Background: an optimization exercise with open tools, aiming at small area. Do not read the settings as production practice. The RTL was checked by simulation tests, not by an equivalence proof against the original design. Power and IR drop assume default switching activity.

## v12
## frame_ctrl_top
module frame_ctrl_top (
    input  logic                                              clk,
    input  logic                                              rst_n,
    input  logic                                              start,
    input  frame_ctrl_pkg::frm_idx_t                          frm_index,
    input  frame_ctrl_pkg::addr_t                             dma_addr,
    output logic                                              mm2s_cmd_valid,
    input  logic                                              mm2s_cmd_ready,
    output logic [71:0]                                       mm2s_cmd,
    input  logic                                              s_tvalid,
    output logic                                              s_tready,
    input  frame_ctrl_pkg::byte_t                             s_tdata,
    input  logic                                              s_tlast,
    output logic                                              s2mm_cmd_valid,
    input  logic                                              s2mm_cmd_ready,
    output logic [71:0]                                       s2mm_cmd,
    output logic                                              m_tvalid,
    input  logic                                              m_tready,
    output frame_ctrl_pkg::byte_t                             m_tdata,
    output logic                                              m_tkeep,
    output logic                                              m_tlast,
    output logic                                              core_valid,
    input  logic                                              core_finish,
    output logic [3*(8+8*9+1)-1:0] fm_wr,
    output logic [4*8-1:0]                 fm_rd_addr,
    input  logic [4*8*9-1:0]           fm_dout,
    output logic                                              irq
);
For scale: about 240 flip-flops, ~780 I/O pins, about 0.011 mm^2 of cells after synthesis.
==> flow/config.mk <==
export PLATFORM = sky130hd
export DESIGN_NAME = frame_ctrl_top
export DESIGN_NICKNAME = frame_ctrl_top
export VERILOG_FILES = /design/flow/design.v
export SDC_FILE = /design/flow/constraint.sdc
export NUM_CORES = 4
export LEC_CHECK = 0
export CAP_MARGIN = 20
export CORE_AREA = 2 2 298 238
export DIE_AREA = 0 0 300 240
export SLEW_MARGIN = 20
==> flow/constraint.sdc <==
create_clock -name core_clock -period 6.0 [get_ports {clk}]
set_input_delay 1.2000 -clock core_clock [delete_from_list [all_inputs] [get_ports {clk}]]
set_output_delay 1.2000 -clock core_clock [all_outputs]
set_load 0.01 [all_outputs]
standard.sh (not shown) runs the stock make flow with config.mk's settings and CLKGATE_MAP_FILE= SYNTH_SCRIPT=/design/flow/synth_recipe.tcl, a recipe that flattens the netlist after the stock synthesis.
==> flow/flow/run.sh <==
#!/bin/bash
# The standard layout (standard.sh: ORFS synthesis to finish) with these
# layout choices changed:
#  - ABC maps the combinational logic for area (flow/abc_area_map.script in
#    place of ORFS's abc_speed.script; registers are mapped as before)
#  - port buffers use the smallest buffer cell instead of ORFS's default pick
#  - the clock tree uses clkbuf_8 with clusters of at most 16 sinks and no
#    dummy loads
#  - tie cells are not duplicated per load
# standard.sh's own output goes to standard.log here; ORFS writes each tool's
# full log under orfs/logs/.
set -e
rm -rf scripts
cp -r "$FLOW_HOME/scripts" scripts
cp flow/abc_area_map.script scripts/abc_speed.script
export SCRIPTS_DIR="$PWD/scripts"
export BUFFER_PORTS_ARGS="-buffer_cell sky130_fd_sc_hd__buf_1"
export CTS_ARGS="-sink_clustering_enable -repair_clock_nets -dont_use_dummy_load -buf_list sky130_fd_sc_hd__clkbuf_8 -sink_clustering_size 16 -sink_clustering_max_diameter 50"
export SKIP_REPAIR_TIE_FANOUT=1
bash standard.sh > standard.log 2>&1
==> flow/flow/abc_area_map.script <==
strash
dch -f
amap
strash
dch -f
amap
topo
dnsize -c
Changes in v16 relative to v12:
diff --git a/flow/flow/run.sh b/flow/flow/run.sh
--- a/flow/flow/run.sh
+++ b/flow/flow/run.sh
@@ -16,5 +16,5 @@
 export SCRIPTS_DIR="$PWD/scripts"
 export BUFFER_PORTS_ARGS="-buffer_cell sky130_fd_sc_hd__buf_1"
-export CTS_ARGS="-sink_clustering_enable -repair_clock_nets -dont_use_dummy_load -buf_list sky130_fd_sc_hd__clkbuf_8 -sink_clustering_size 16 -sink_clustering_max_diameter 50"
+export CTS_ARGS="-sink_clustering_enable -repair_clock_nets -dont_use_dummy_load -buf_list sky130_fd_sc_hd__clkbuf_8 -sink_clustering_size 20 -sink_clustering_max_diameter 40"
 export SKIP_REPAIR_TIE_FANOUT=1
 bash standard.sh > standard.log 2>&1
[summary]
v16 closes out successfully: all stages finished, all timing, DRC and antenna checks passed.
Via count across v16 and v12: no real change.
[compare] base=v12 new=v16: global-route usage over all layers comparable, setup slack of the critical path after layout shows a reduction of 0.014 ns, routed wire length was more or less identical.
Proportion of layout cells with a drive suffix above 1 ended up 0.35 points higher on v16 than on v12.
Relative to v12, part of the power in the clock network increased by 1.0 points in v16.
~same wire length of the first global-routing pass in v16 and v12
Relative to v12, final critical path time including I/O delays and setup has increased by 0.014 ns in v16.
Part of the total power dissipated in combinational logic (lower): v16
Between v16 and v12, it is v16 whose power is higher, by about 1.6%.
Delta(number of global-route vias before repair, v16 - v12) > 0
Input-level comparison between v30 and v16:
- DIE_AREA: 0 0 300 240 -> 0 0 280 280
- CORE_AREA: 2 2 298 238 -> 2 2 278 278
diff --git a/flow/flow/run.sh b/flow/flow/run.sh
--- a/flow/flow/run.sh
+++ b/flow/flow/run.sh
@@ -16,5 +16,5 @@
 export SCRIPTS_DIR="$PWD/scripts"
 export BUFFER_PORTS_ARGS="-buffer_cell sky130_fd_sc_hd__buf_1"
-export CTS_ARGS="-sink_clustering_enable -repair_clock_nets -dont_use_dummy_load -buf_list sky130_fd_sc_hd__clkbuf_8 -sink_clustering_size 20 -sink_clustering_max_diameter 40"
+export CTS_ARGS="-sink_clustering_enable -repair_clock_nets -dont_use_dummy_load -buf_list sky130_fd_sc_hd__clkbuf_8 -sink_clustering_size 16 -sink_clustering_max_diameter 50"
 export SKIP_REPAIR_TIE_FANOUT=1
 bash standard.sh > standard.log 2>&1
==> comparison <==
- Diff v16 -> v30: final critical delay including setup and external delays grew by 0.081 ns, sequential cell power now larger.
- Changes observed in v30 relative to v16: maximum cell stage delay along the critical path moved down; wire length of the first global-routing pass moved up; via count of the first global-routing pass moved up; number of cell rows moved up.
## Diff of input files: v36 against v30
- DIE_AREA: 0 0 280 280 -> 0 0 300 240
- CORE_AREA: 2 2 278 278 -> 2 2 298 238
diff --git a/flow/flow/run.sh b/flow/flow/run.sh
--- a/flow/flow/run.sh
+++ b/flow/flow/run.sh
@@ -16,5 +16,5 @@
 export SCRIPTS_DIR="$PWD/scripts"
 export BUFFER_PORTS_ARGS="-buffer_cell sky130_fd_sc_hd__buf_1"
-export CTS_ARGS="-sink_clustering_enable -repair_clock_nets -dont_use_dummy_load -buf_list sky130_fd_sc_hd__clkbuf_8 -sink_clustering_size 16 -sink_clustering_max_diameter 50"
+export CTS_ARGS="-sink_clustering_enable -repair_clock_nets -dont_use_dummy_load -buf_list sky130_fd_sc_hd__clkbuf_8 -sink_clustering_size 16 -sink_clustering_max_diameter 120"
 export SKIP_REPAIR_TIE_FANOUT=1
 bash standard.sh > standard.log 2>&1
==> run notes <==
- Against v30, the final cell area of v36 is lower.
- Diff v30 -> v36: number of buffers other than clock buffers in the final layout has decreased; sequential share of layout area went up; final cell count shrank by 63; routed wire length went down; transition at the pin with the smallest max-transition slack +0.056 ns.

static timing again, ports no longer ideal:
The results above use ideal ports. As a check the final layouts listed here were re-extracted and re-timed, cells and wires unchanged.
Step 1: set_driving_cell puts a clkbuf_16 on clk and a buf_2 on each other input, an assumption about the parent block.
Step 2, shift: input delay + t, output delay - t, t = (earliest + latest rising clock arrival at the registers) / 2. This alone moves slack from input paths to output paths.
Three values: ideal, step 1, step 2; two values: the first two.
| run | t, ns | setup slack, ns | worst setup path after step 2 | clock arrival spread, ns |
|---|---|---|---|---|
| v12 | 0.588 | 0.831 / 0.793 / 1.381 | register to output | 0.111 / 0.111 |
| v16 | 0.614 | 0.817 / 0.779 / 1.392 | register to output | 0.126 / 0.127 |
| v30 | 0.600 | 0.736 / 0.684 / 1.284 | register to output | 0.061 / 0.062 |
| v36 | 0.581 | 0.856 / 0.815 / 1.396 | register to output | 0.041 / 0.041 |
After both steps setup and hold are still met in every run listed.
